Source: an optimization exercise on an open RTL-to-GDS flow (aim: small area). Production flows keep margins and buffers that such runs may drop.
At most, simulation tests tie the RTL to the original design; equivalence was not proved.
No activity file was given, so power comes from the tool's default toggle rates.

==> inputs of maple <==
==> flow/design.v <==
package sha_msg_feeder_pkg;
    localparam int DIGEST_W = 256;
    localparam int BYTE_W   = 8;
    typedef enum logic [2:0] {
        ST_IDLE,
        ST_CLR,
        ST_FEED,
        ST_STOP,
        ST_WAIT,
        ST_DONE
    } state_t;
endpackage
module sha_byte_sel #(
    parameter int MAX_BYTES = 32,
    parameter int IDX_W     = 5
) (
    input  logic [sha_msg_feeder_pkg::BYTE_W*MAX_BYTES-1:0] msg,
    input  logic [IDX_W-1:0]                                idx,
    input  logic                                            en,
    output logic [sha_msg_feeder_pkg::BYTE_W-1:0]           byte_out
);
    always_comb begin
        byte_out = '0;
        for (int k = 0; k < MAX_BYTES; k++) begin
            byte_out = byte_out | (msg[sha_msg_feeder_pkg::BYTE_W*k +: sha_msg_feeder_pkg::BYTE_W]
                                   & {sha_msg_feeder_pkg::BYTE_W{en && (idx == IDX_W'(k))}});
        end
    end
endmodule
module sha_msg_feeder #(
    parameter int MAX_BYTES   = 32,
    parameter int LEN_W       = 6,
    parameter int TIMEOUT_CYC = 1024
) (
    input  logic                        clk,
    input  logic                        reset,
    input  logic                        start,
    input  logic [sha_msg_feeder_pkg::BYTE_W*MAX_BYTES-1:0] msg,
    input  logic [LEN_W-1:0]            msg_len,
    input  logic                        msg_order,
    input  logic                        cmp_en,
    input  logic [sha_msg_feeder_pkg::DIGEST_W-1:0]         target,
    output logic                        busy,
    output logic                        done,
    output logic [sha_msg_feeder_pkg::DIGEST_W-1:0]         digest,
    output logic                        match,
    output logic                        err_len,
    output logic                        err_ovf,
    output logic                        err_timeout,
    output logic                        core_rst_n,
    output logic                        core_byte_rdy,
    output logic                        core_byte_stop,
    output logic [sha_msg_feeder_pkg::BYTE_W-1:0]           core_data,
    input  logic                        core_ovf,
    input  logic [sha_msg_feeder_pkg::DIGEST_W-1:0]         core_digest,
    input  logic                        core_done,
    output sha_msg_feeder_pkg::state_t                      state_dbg
);
    localparam int TW    = $clog2(TIMEOUT_CYC);
    localparam int IDX_W = $clog2(MAX_BYTES);
    localparam int CW    = (TW > IDX_W) ? TW : IDX_W;
    sha_msg_feeder_pkg::state_t                      state;
    logic [sha_msg_feeder_pkg::BYTE_W*MAX_BYTES-1:0] msg_l;
    logic [sha_msg_feeder_pkg::DIGEST_W-1:0]         tgt_dig_n;  
    logic                        dig_nv;      
    logic                        match_l;     
    logic                        len_z;       
    logic [IDX_W-1:0]            last;        
    logic                        order_l;
    logic [CW-1:0]               cnt;         
    logic [sha_msg_feeder_pkg::BYTE_W-1:0]           sel_byte;
    logic st_idle, st_clr, st_feed, st_stop, st_wait, st_done;
    assign st_idle = (state == sha_msg_feeder_pkg::ST_IDLE);
    assign st_clr  = (state == sha_msg_feeder_pkg::ST_CLR);
    assign st_feed = (state == sha_msg_feeder_pkg::ST_FEED);
    assign st_stop = (state == sha_msg_feeder_pkg::ST_STOP);
    assign st_wait = (state == sha_msg_feeder_pkg::ST_WAIT);
    assign st_done = (state == sha_msg_feeder_pkg::ST_DONE);
    assign state_dbg      = state;
    assign busy           = !st_idle;
    assign done           = st_done;
    assign core_rst_n     = st_feed || st_stop || st_wait;
    assign core_byte_rdy  = st_feed;
    assign core_byte_stop = st_stop || st_wait;
    assign core_data      = sel_byte;
    assign digest         = ~(tgt_dig_n | {sha_msg_feeder_pkg::DIGEST_W{dig_nv}});
    assign match          = st_idle && match_l;
    sha_byte_sel #(
        .MAX_BYTES (MAX_BYTES),
        .IDX_W     (IDX_W)
    ) u_byte_sel (
        .msg      (msg_l),
        .idx      (cnt[IDX_W-1:0]),
        .en       (st_feed),
        .byte_out (sel_byte)
    );
    logic [LEN_W-1:0] len_m1;
    logic             feed_end;
    logic             dig_eq;
    logic             tmo;
    logic             ld_tgt, ld_dig, hold_td;
    assign ld_tgt   = st_idle && start;
    assign ld_dig   = st_wait && core_done && !core_ovf;
    assign hold_td  = !(ld_tgt || ld_dig);
    assign len_m1   = msg_len - LEN_W'(1);
    assign feed_end = order_l ? (cnt[IDX_W-1:0] == '0) : (cnt[IDX_W-1:0] == last);
    assign dig_eq   = &(core_digest ^ tgt_dig_n);
    assign tmo      = (cnt[TW-1:0] == TW'(TIMEOUT_CYC - 1));
    always_ff @(posedge clk) begin
        if (st_idle) msg_l <= msg;
    end
    always_ff @(posedge clk) begin
        tgt_dig_n <= ~((target      & {sha_msg_feeder_pkg::DIGEST_W{ld_tgt}})
                     | (core_digest & {sha_msg_feeder_pkg::DIGEST_W{ld_dig}})
                     | (~tgt_dig_n  & {sha_msg_feeder_pkg::DIGEST_W{hold_td}}));
    end
    always_ff @(posedge clk) begin
        if (st_idle && start) begin
            last    <= len_m1[IDX_W-1:0];
            len_z   <= (msg_len == '0);
            order_l <= msg_order;
        end
    end
    always_ff @(posedge clk) begin
        if (st_idle) begin
            cnt <= msg_order ? CW'(len_m1[IDX_W-1:0]) : '0;
        end else if (st_feed) begin
            cnt <= order_l ? cnt - CW'(1) : cnt + CW'(1);
        end else if (st_stop) begin
            cnt <= '0;
        end else if (st_wait) begin
            cnt <= cnt + CW'(1);
        end
    end
    always_ff @(posedge clk) begin
        if (reset) begin
            state       <= sha_msg_feeder_pkg::ST_IDLE;
            dig_nv      <= 1'b1;
            match_l     <= 1'b0;
            err_len     <= 1'b0;
            err_ovf     <= 1'b0;
            err_timeout <= 1'b0;
        end else begin
            case (state)
                sha_msg_feeder_pkg::ST_IDLE: begin
                    if (start) begin
                        dig_nv      <= 1'b1;
                        err_ovf     <= 1'b0;
                        err_timeout <= 1'b0;
                        if (msg_len > LEN_W'(MAX_BYTES)) begin
                            err_len <= 1'b1;
                            match_l <= 1'b0;
                            state   <= sha_msg_feeder_pkg::ST_DONE;
                        end else begin
                            err_len <= 1'b0;
                            match_l <= cmp_en;
                            state   <= sha_msg_feeder_pkg::ST_CLR;
                        end
                    end
                end
                sha_msg_feeder_pkg::ST_CLR: begin
                    state <= len_z ? sha_msg_feeder_pkg::ST_STOP : sha_msg_feeder_pkg::ST_FEED;
                end
                sha_msg_feeder_pkg::ST_FEED: begin
                    if (core_ovf) begin
                        err_ovf <= 1'b1;
                        match_l <= 1'b0;
                        state   <= sha_msg_feeder_pkg::ST_DONE;
                    end else if (feed_end) begin
                        state   <= sha_msg_feeder_pkg::ST_STOP;
                    end
                end
                sha_msg_feeder_pkg::ST_STOP: begin
                    if (core_ovf) begin
                        err_ovf <= 1'b1;
                        match_l <= 1'b0;
                        state   <= sha_msg_feeder_pkg::ST_DONE;
                    end else begin
                        state   <= sha_msg_feeder_pkg::ST_WAIT;
                    end
                end
                sha_msg_feeder_pkg::ST_WAIT: begin
                    if (core_ovf || core_done || tmo) begin
                        state <= sha_msg_feeder_pkg::ST_DONE;
                        if (core_ovf) begin
                            err_ovf <= 1'b1;
                            match_l <= 1'b0;
                        end else if (core_done) begin
                            dig_nv  <= 1'b0;
                            match_l <= match_l && dig_eq;
                        end else begin
                            err_timeout <= 1'b1;
                            match_l     <= 1'b0;
                        end
                    end
                end
                sha_msg_feeder_pkg::ST_DONE: begin
                    state <= sha_msg_feeder_pkg::ST_IDLE;
                end
                default: state <= sha_msg_feeder_pkg::ST_IDLE;
            endcase
        end
    end
endmodule
==> flow/flow/run.sh <==
#!/bin/bash
set -e
export BUFFER_PORTS_ARGS="-buffer_cell sky130_fd_sc_hd__buf_1"
bash standard.sh > standard.log 2>&1
==> flow/standard.sh <==
#!/bin/bash
# synth_recipe.tcl (not shown) runs the flow's synth.tcl, then flattens the netlist and writes it again
# the make line also repeats each setting of config.mk as NAME=value (left out here)
make -C /OpenROAD-flow-scripts/flow DESIGN_CONFIG=/design/flow/config.mk WORK_HOME=/design/flow/orfs CLKGATE_MAP_FILE= SYNTH_SCRIPT=/design/flow/synth_recipe.tcl "${@:-finish}"
==> flow/config.mk <==
export PLATFORM = sky130hd
export DESIGN_NAME = sha_msg_feeder
export DESIGN_NICKNAME = sha_msg_feeder
export VERILOG_FILES = /design/flow/design.v
export SDC_FILE = /design/flow/constraint.sdc
export NUM_CORES = 4
export LEC_CHECK = 0
export CAP_MARGIN = 20
export CORE_AREA = 5 5 355 355
export DIE_AREA = 0 0 360 360
export SLEW_MARGIN = 20
==> flow/constraint.sdc <==
create_clock -name core_clock -period 5.0 [get_ports {clk}]
set_input_delay 1.0000 -clock core_clock [delete_from_list [all_inputs] [get_ports {clk}]]
set_output_delay 1.0000 -clock core_clock [all_outputs]
set_load 0.01 [all_outputs]
==> pepper: changes against maple <==
--- a/flow/design.v
+++ b/flow/design.v
@@ -60,7 +60,7 @@
     localparam int IDX_W = $clog2(MAX_BYTES);
     localparam int CW    = (TW > IDX_W) ? TW : IDX_W;
     sha_msg_feeder_pkg::state_t                      state;
-    logic [sha_msg_feeder_pkg::BYTE_W*MAX_BYTES-1:0] msg_l;
+    logic [sha_msg_feeder_pkg::BYTE_W*MAX_BYTES-1:0] msg_l_n;
     logic [sha_msg_feeder_pkg::DIGEST_W-1:0]         tgt_dig_n;  
     logic                        dig_nv;      
     logic                        match_l;     
@@ -89,7 +89,7 @@
         .MAX_BYTES (MAX_BYTES),
         .IDX_W     (IDX_W)
     ) u_byte_sel (
-        .msg      (msg_l),
+        .msg      (~msg_l_n),
         .idx      (cnt[IDX_W-1:0]),
         .en       (st_feed),
         .byte_out (sel_byte)
@@ -107,7 +107,8 @@
     assign dig_eq   = &(core_digest ^ tgt_dig_n);
     assign tmo      = (cnt[TW-1:0] == TW'(TIMEOUT_CYC - 1));
     always_ff @(posedge clk) begin
-        if (st_idle) msg_l <= msg;
+        msg_l_n <= ~((msg & {sha_msg_feeder_pkg::BYTE_W*MAX_BYTES{st_idle}})
+                   | (~msg_l_n & {sha_msg_feeder_pkg::BYTE_W*MAX_BYTES{st_clr || st_feed}}));
     end
     always_ff @(posedge clk) begin
         tgt_dig_n <= ~((target      & {sha_msg_feeder_pkg::DIGEST_W{ld_tgt}})
@@ -115,9 +116,9 @@
                      | (~tgt_dig_n  & {sha_msg_feeder_pkg::DIGEST_W{hold_td}}));
     end
     always_ff @(posedge clk) begin
-        if (st_idle && start) begin
+        if (st_idle) begin
             last    <= len_m1[IDX_W-1:0];
-            len_z   <= (msg_len == '0);
+            len_z   <= len_m1[LEN_W-1];
             order_l <= msg_order;
         end
     end
==> flow/flow/run.sh (replaced) <==
#!/bin/bash
set -e
export BUFFER_PORTS_ARGS="-buffer_cell sky130_fd_sc_hd__buf_1"
export CTS_ARGS="-sink_clustering_enable -repair_clock_nets -dont_use_dummy_load -sink_clustering_size 13 -sink_clustering_max_diameter 150 -buf_list sky130_fd_sc_hd__clkbuf_8"
bash standard.sh > standard.log 2>&1
CAP_MARGIN = 5   (was 20)
SLEW_MARGIN = 5   (was 20)
==> nickel: changes against maple <==
--- a/flow/design.v
+++ b/flow/design.v
@@ -60,7 +60,7 @@
     localparam int IDX_W = $clog2(MAX_BYTES);
     localparam int CW    = (TW > IDX_W) ? TW : IDX_W;
     sha_msg_feeder_pkg::state_t                      state;
-    logic [sha_msg_feeder_pkg::BYTE_W*MAX_BYTES-1:0] msg_l;
+    logic [sha_msg_feeder_pkg::BYTE_W*MAX_BYTES-1:0] msg_l_n;
     logic [sha_msg_feeder_pkg::DIGEST_W-1:0]         tgt_dig_n;  
     logic                        dig_nv;      
     logic                        match_l;     
@@ -89,7 +89,7 @@
         .MAX_BYTES (MAX_BYTES),
         .IDX_W     (IDX_W)
     ) u_byte_sel (
-        .msg      (msg_l),
+        .msg      (~msg_l_n),
         .idx      (cnt[IDX_W-1:0]),
         .en       (st_feed),
         .byte_out (sel_byte)
@@ -107,7 +107,8 @@
     assign dig_eq   = &(core_digest ^ tgt_dig_n);
     assign tmo      = (cnt[TW-1:0] == TW'(TIMEOUT_CYC - 1));
     always_ff @(posedge clk) begin
-        if (st_idle) msg_l <= msg;
+        msg_l_n <= ~((msg & {sha_msg_feeder_pkg::BYTE_W*MAX_BYTES{st_idle}})
+                   | (~msg_l_n & {sha_msg_feeder_pkg::BYTE_W*MAX_BYTES{st_clr || st_feed}}));
     end
     always_ff @(posedge clk) begin
         tgt_dig_n <= ~((target      & {sha_msg_feeder_pkg::DIGEST_W{ld_tgt}})
@@ -115,9 +116,9 @@
                      | (~tgt_dig_n  & {sha_msg_feeder_pkg::DIGEST_W{hold_td}}));
     end
     always_ff @(posedge clk) begin
-        if (st_idle && start) begin
+        if (st_idle) begin
             last    <= len_m1[IDX_W-1:0];
-            len_z   <= (msg_len == '0);
+            len_z   <= len_m1[LEN_W-1];
             order_l <= msg_order;
         end
     end
==> flow/flow/run.sh (replaced) <==
#!/bin/bash
set -e
export BUFFER_PORTS_ARGS="-buffer_cell sky130_fd_sc_hd__buf_1"
export CTS_ARGS="-sink_clustering_enable -repair_clock_nets -dont_use_dummy_load -sink_clustering_size 26 -sink_clustering_max_diameter 150 -buf_list sky130_fd_sc_hd__clkbuf_16"
bash standard.sh > standard.log 2>&1
CAP_MARGIN = 5   (was 20)
SLEW_MARGIN = 5   (was 20)
==> sierra: changes against maple <==
--- a/flow/design.v
+++ b/flow/design.v
@@ -60,7 +60,7 @@
     localparam int IDX_W = $clog2(MAX_BYTES);
     localparam int CW    = (TW > IDX_W) ? TW : IDX_W;
     sha_msg_feeder_pkg::state_t                      state;
-    logic [sha_msg_feeder_pkg::BYTE_W*MAX_BYTES-1:0] msg_l;
+    logic [sha_msg_feeder_pkg::BYTE_W*MAX_BYTES-1:0] msg_l_n;
     logic [sha_msg_feeder_pkg::DIGEST_W-1:0]         tgt_dig_n;  
     logic                        dig_nv;      
     logic                        match_l;     
@@ -89,7 +89,7 @@
         .MAX_BYTES (MAX_BYTES),
         .IDX_W     (IDX_W)
     ) u_byte_sel (
-        .msg      (msg_l),
+        .msg      (~msg_l_n),
         .idx      (cnt[IDX_W-1:0]),
         .en       (st_feed),
         .byte_out (sel_byte)
@@ -107,7 +107,8 @@
     assign dig_eq   = &(core_digest ^ tgt_dig_n);
     assign tmo      = (cnt[TW-1:0] == TW'(TIMEOUT_CYC - 1));
     always_ff @(posedge clk) begin
-        if (st_idle) msg_l <= msg;
+        msg_l_n <= ~((msg & {sha_msg_feeder_pkg::BYTE_W*MAX_BYTES{st_idle}})
+                   | (~msg_l_n & {sha_msg_feeder_pkg::BYTE_W*MAX_BYTES{st_clr || st_feed}}));
     end
     always_ff @(posedge clk) begin
         tgt_dig_n <= ~((target      & {sha_msg_feeder_pkg::DIGEST_W{ld_tgt}})
@@ -115,9 +116,9 @@
                      | (~tgt_dig_n  & {sha_msg_feeder_pkg::DIGEST_W{hold_td}}));
     end
     always_ff @(posedge clk) begin
-        if (st_idle && start) begin
+        if (st_idle) begin
             last    <= len_m1[IDX_W-1:0];
-            len_z   <= (msg_len == '0);
+            len_z   <= len_m1[LEN_W-1];
             order_l <= msg_order;
         end
     end
==> flow/flow/run.sh (replaced) <==
#!/bin/bash
set -e
export BUFFER_PORTS_ARGS="-buffer_cell sky130_fd_sc_hd__buf_1"
export CTS_ARGS="-sink_clustering_enable -repair_clock_nets -dont_use_dummy_load -sink_clustering_size 16 -sink_clustering_max_diameter 60 -buf_list sky130_fd_sc_hd__clkbuf_8"
bash standard.sh > standard.log 2>&1
==> results.py <==
metrics = {
    "die": {
        "start_util_pct": 19.27,
    },
    "drt": {
        "viasPerCell": 5.162,
        "drt_iter0_markers": 3447,
    },
    "run_status": {
        "status": "finished clean",
    },
    "clock_network": {
        "clk_pin_slew_ns": 0.09,
    },
    "pwr": {
        "ir_drop_mv": 0.2558,
    },
}
(the above is from sierra)
==> results.py <==
metrics = {
    "die": {
        "start_util_pct": 19.27,
    },
    "clock_network": {
        "clk_pin_slew_ns": 0.11,
    },
    "run_status": {
        "status": "finished clean",
    },
    "drt": {
        "viasPerCell": 5.177,
        "drt_iter0_markers": 3597,
    },
    "pwr": {
        "ir_drop_mv": 0.2827,
    },
}
(the above is from pepper)
==> results.py <==
metrics = {
    "worst_setup_path": {
        "cp_num_buf_inv": 2,
    },
    "clock_network": {
        "post_cts_buffers": 0,
        "clk_pin_slew_ns": 0.12,
    },
    "final_layout": {
        "num-multi-input-gates": 2030,
    },
    "pwr": {
        "ir_drop_mv": 0.3313,
        "comb_power_mw": 6.01,
    },
    "drt": {
        "viasPerCell": 5.181,
        "wl_per_cell_um": 34.65,
        "drt_iter0_markers": 3488,
    },
    "grt": {
        "antenna_found_initial": 101,
    },
    "die": {
        "dieArea_um2": 129600,
    },
    "run_status": {
        "status": "finished clean",
    },
}
(the above is from nickel)
==> results.py <==
metrics = {
    "pwr": {
        "ir_drop_mv": 0.3628,
    },
    "die": {
        "tapCellCount": 1625,
        "start_util_pct": 19.35,
    },
    "drt": {
        "drt_iter0_markers": 3442,
        "viasPerCell": 5.209,
    },
    "run_status": {
        "status": "finished clean",
    },
    "clock_network": {
        "clk_pin_slew_ns": 0.06,
    },
}
(the above is from maple)
No functional check of the RTL was part of maple.

[re-timing with driven ports]
The flow's constraints put no driver on any port. The routed layouts listed below were extracted and timed again, unchanged, in two steps. Step 1 assumes that a clkbuf_16 drives the clock port and a buf_2 every other input. Step 2 adds t to the input delays and takes it off the output delays; t is the mean of the earliest and latest rising clock arrival at the registers after step 1. Input paths then give back, and output paths get back, about the clock's delay inside the block. Three values: no drivers, after step 1, after step 2; two values: the first two.
run | shift t [ns] | setup WS [ns] | clock arrival spread, ns | slew at the worst register clock pin (ns)
maple | 0.720 | 0.238 / 0.168 / 0.135 | 0.044 / 0.044 | 0.07 / 0.07
pepper | 0.771 | 0.060 / -0.004 / 0.767 | 0.068 / 0.068 | 0.11 / 0.11
nickel | 0.712 | 0.091 / 0.021 / 0.733 | 0.071 / 0.071 | 0.12 / 0.12
sierra | 0.762 | 0.103 / 0.035 / 0.798 | 0.139 / 0.139 | 0.10 / 0.10
After both steps every run listed still meets setup and hold. The setup slack of maple, which loses most, moves by -0.070 ns with the drivers and by -0.103 ns with both steps.
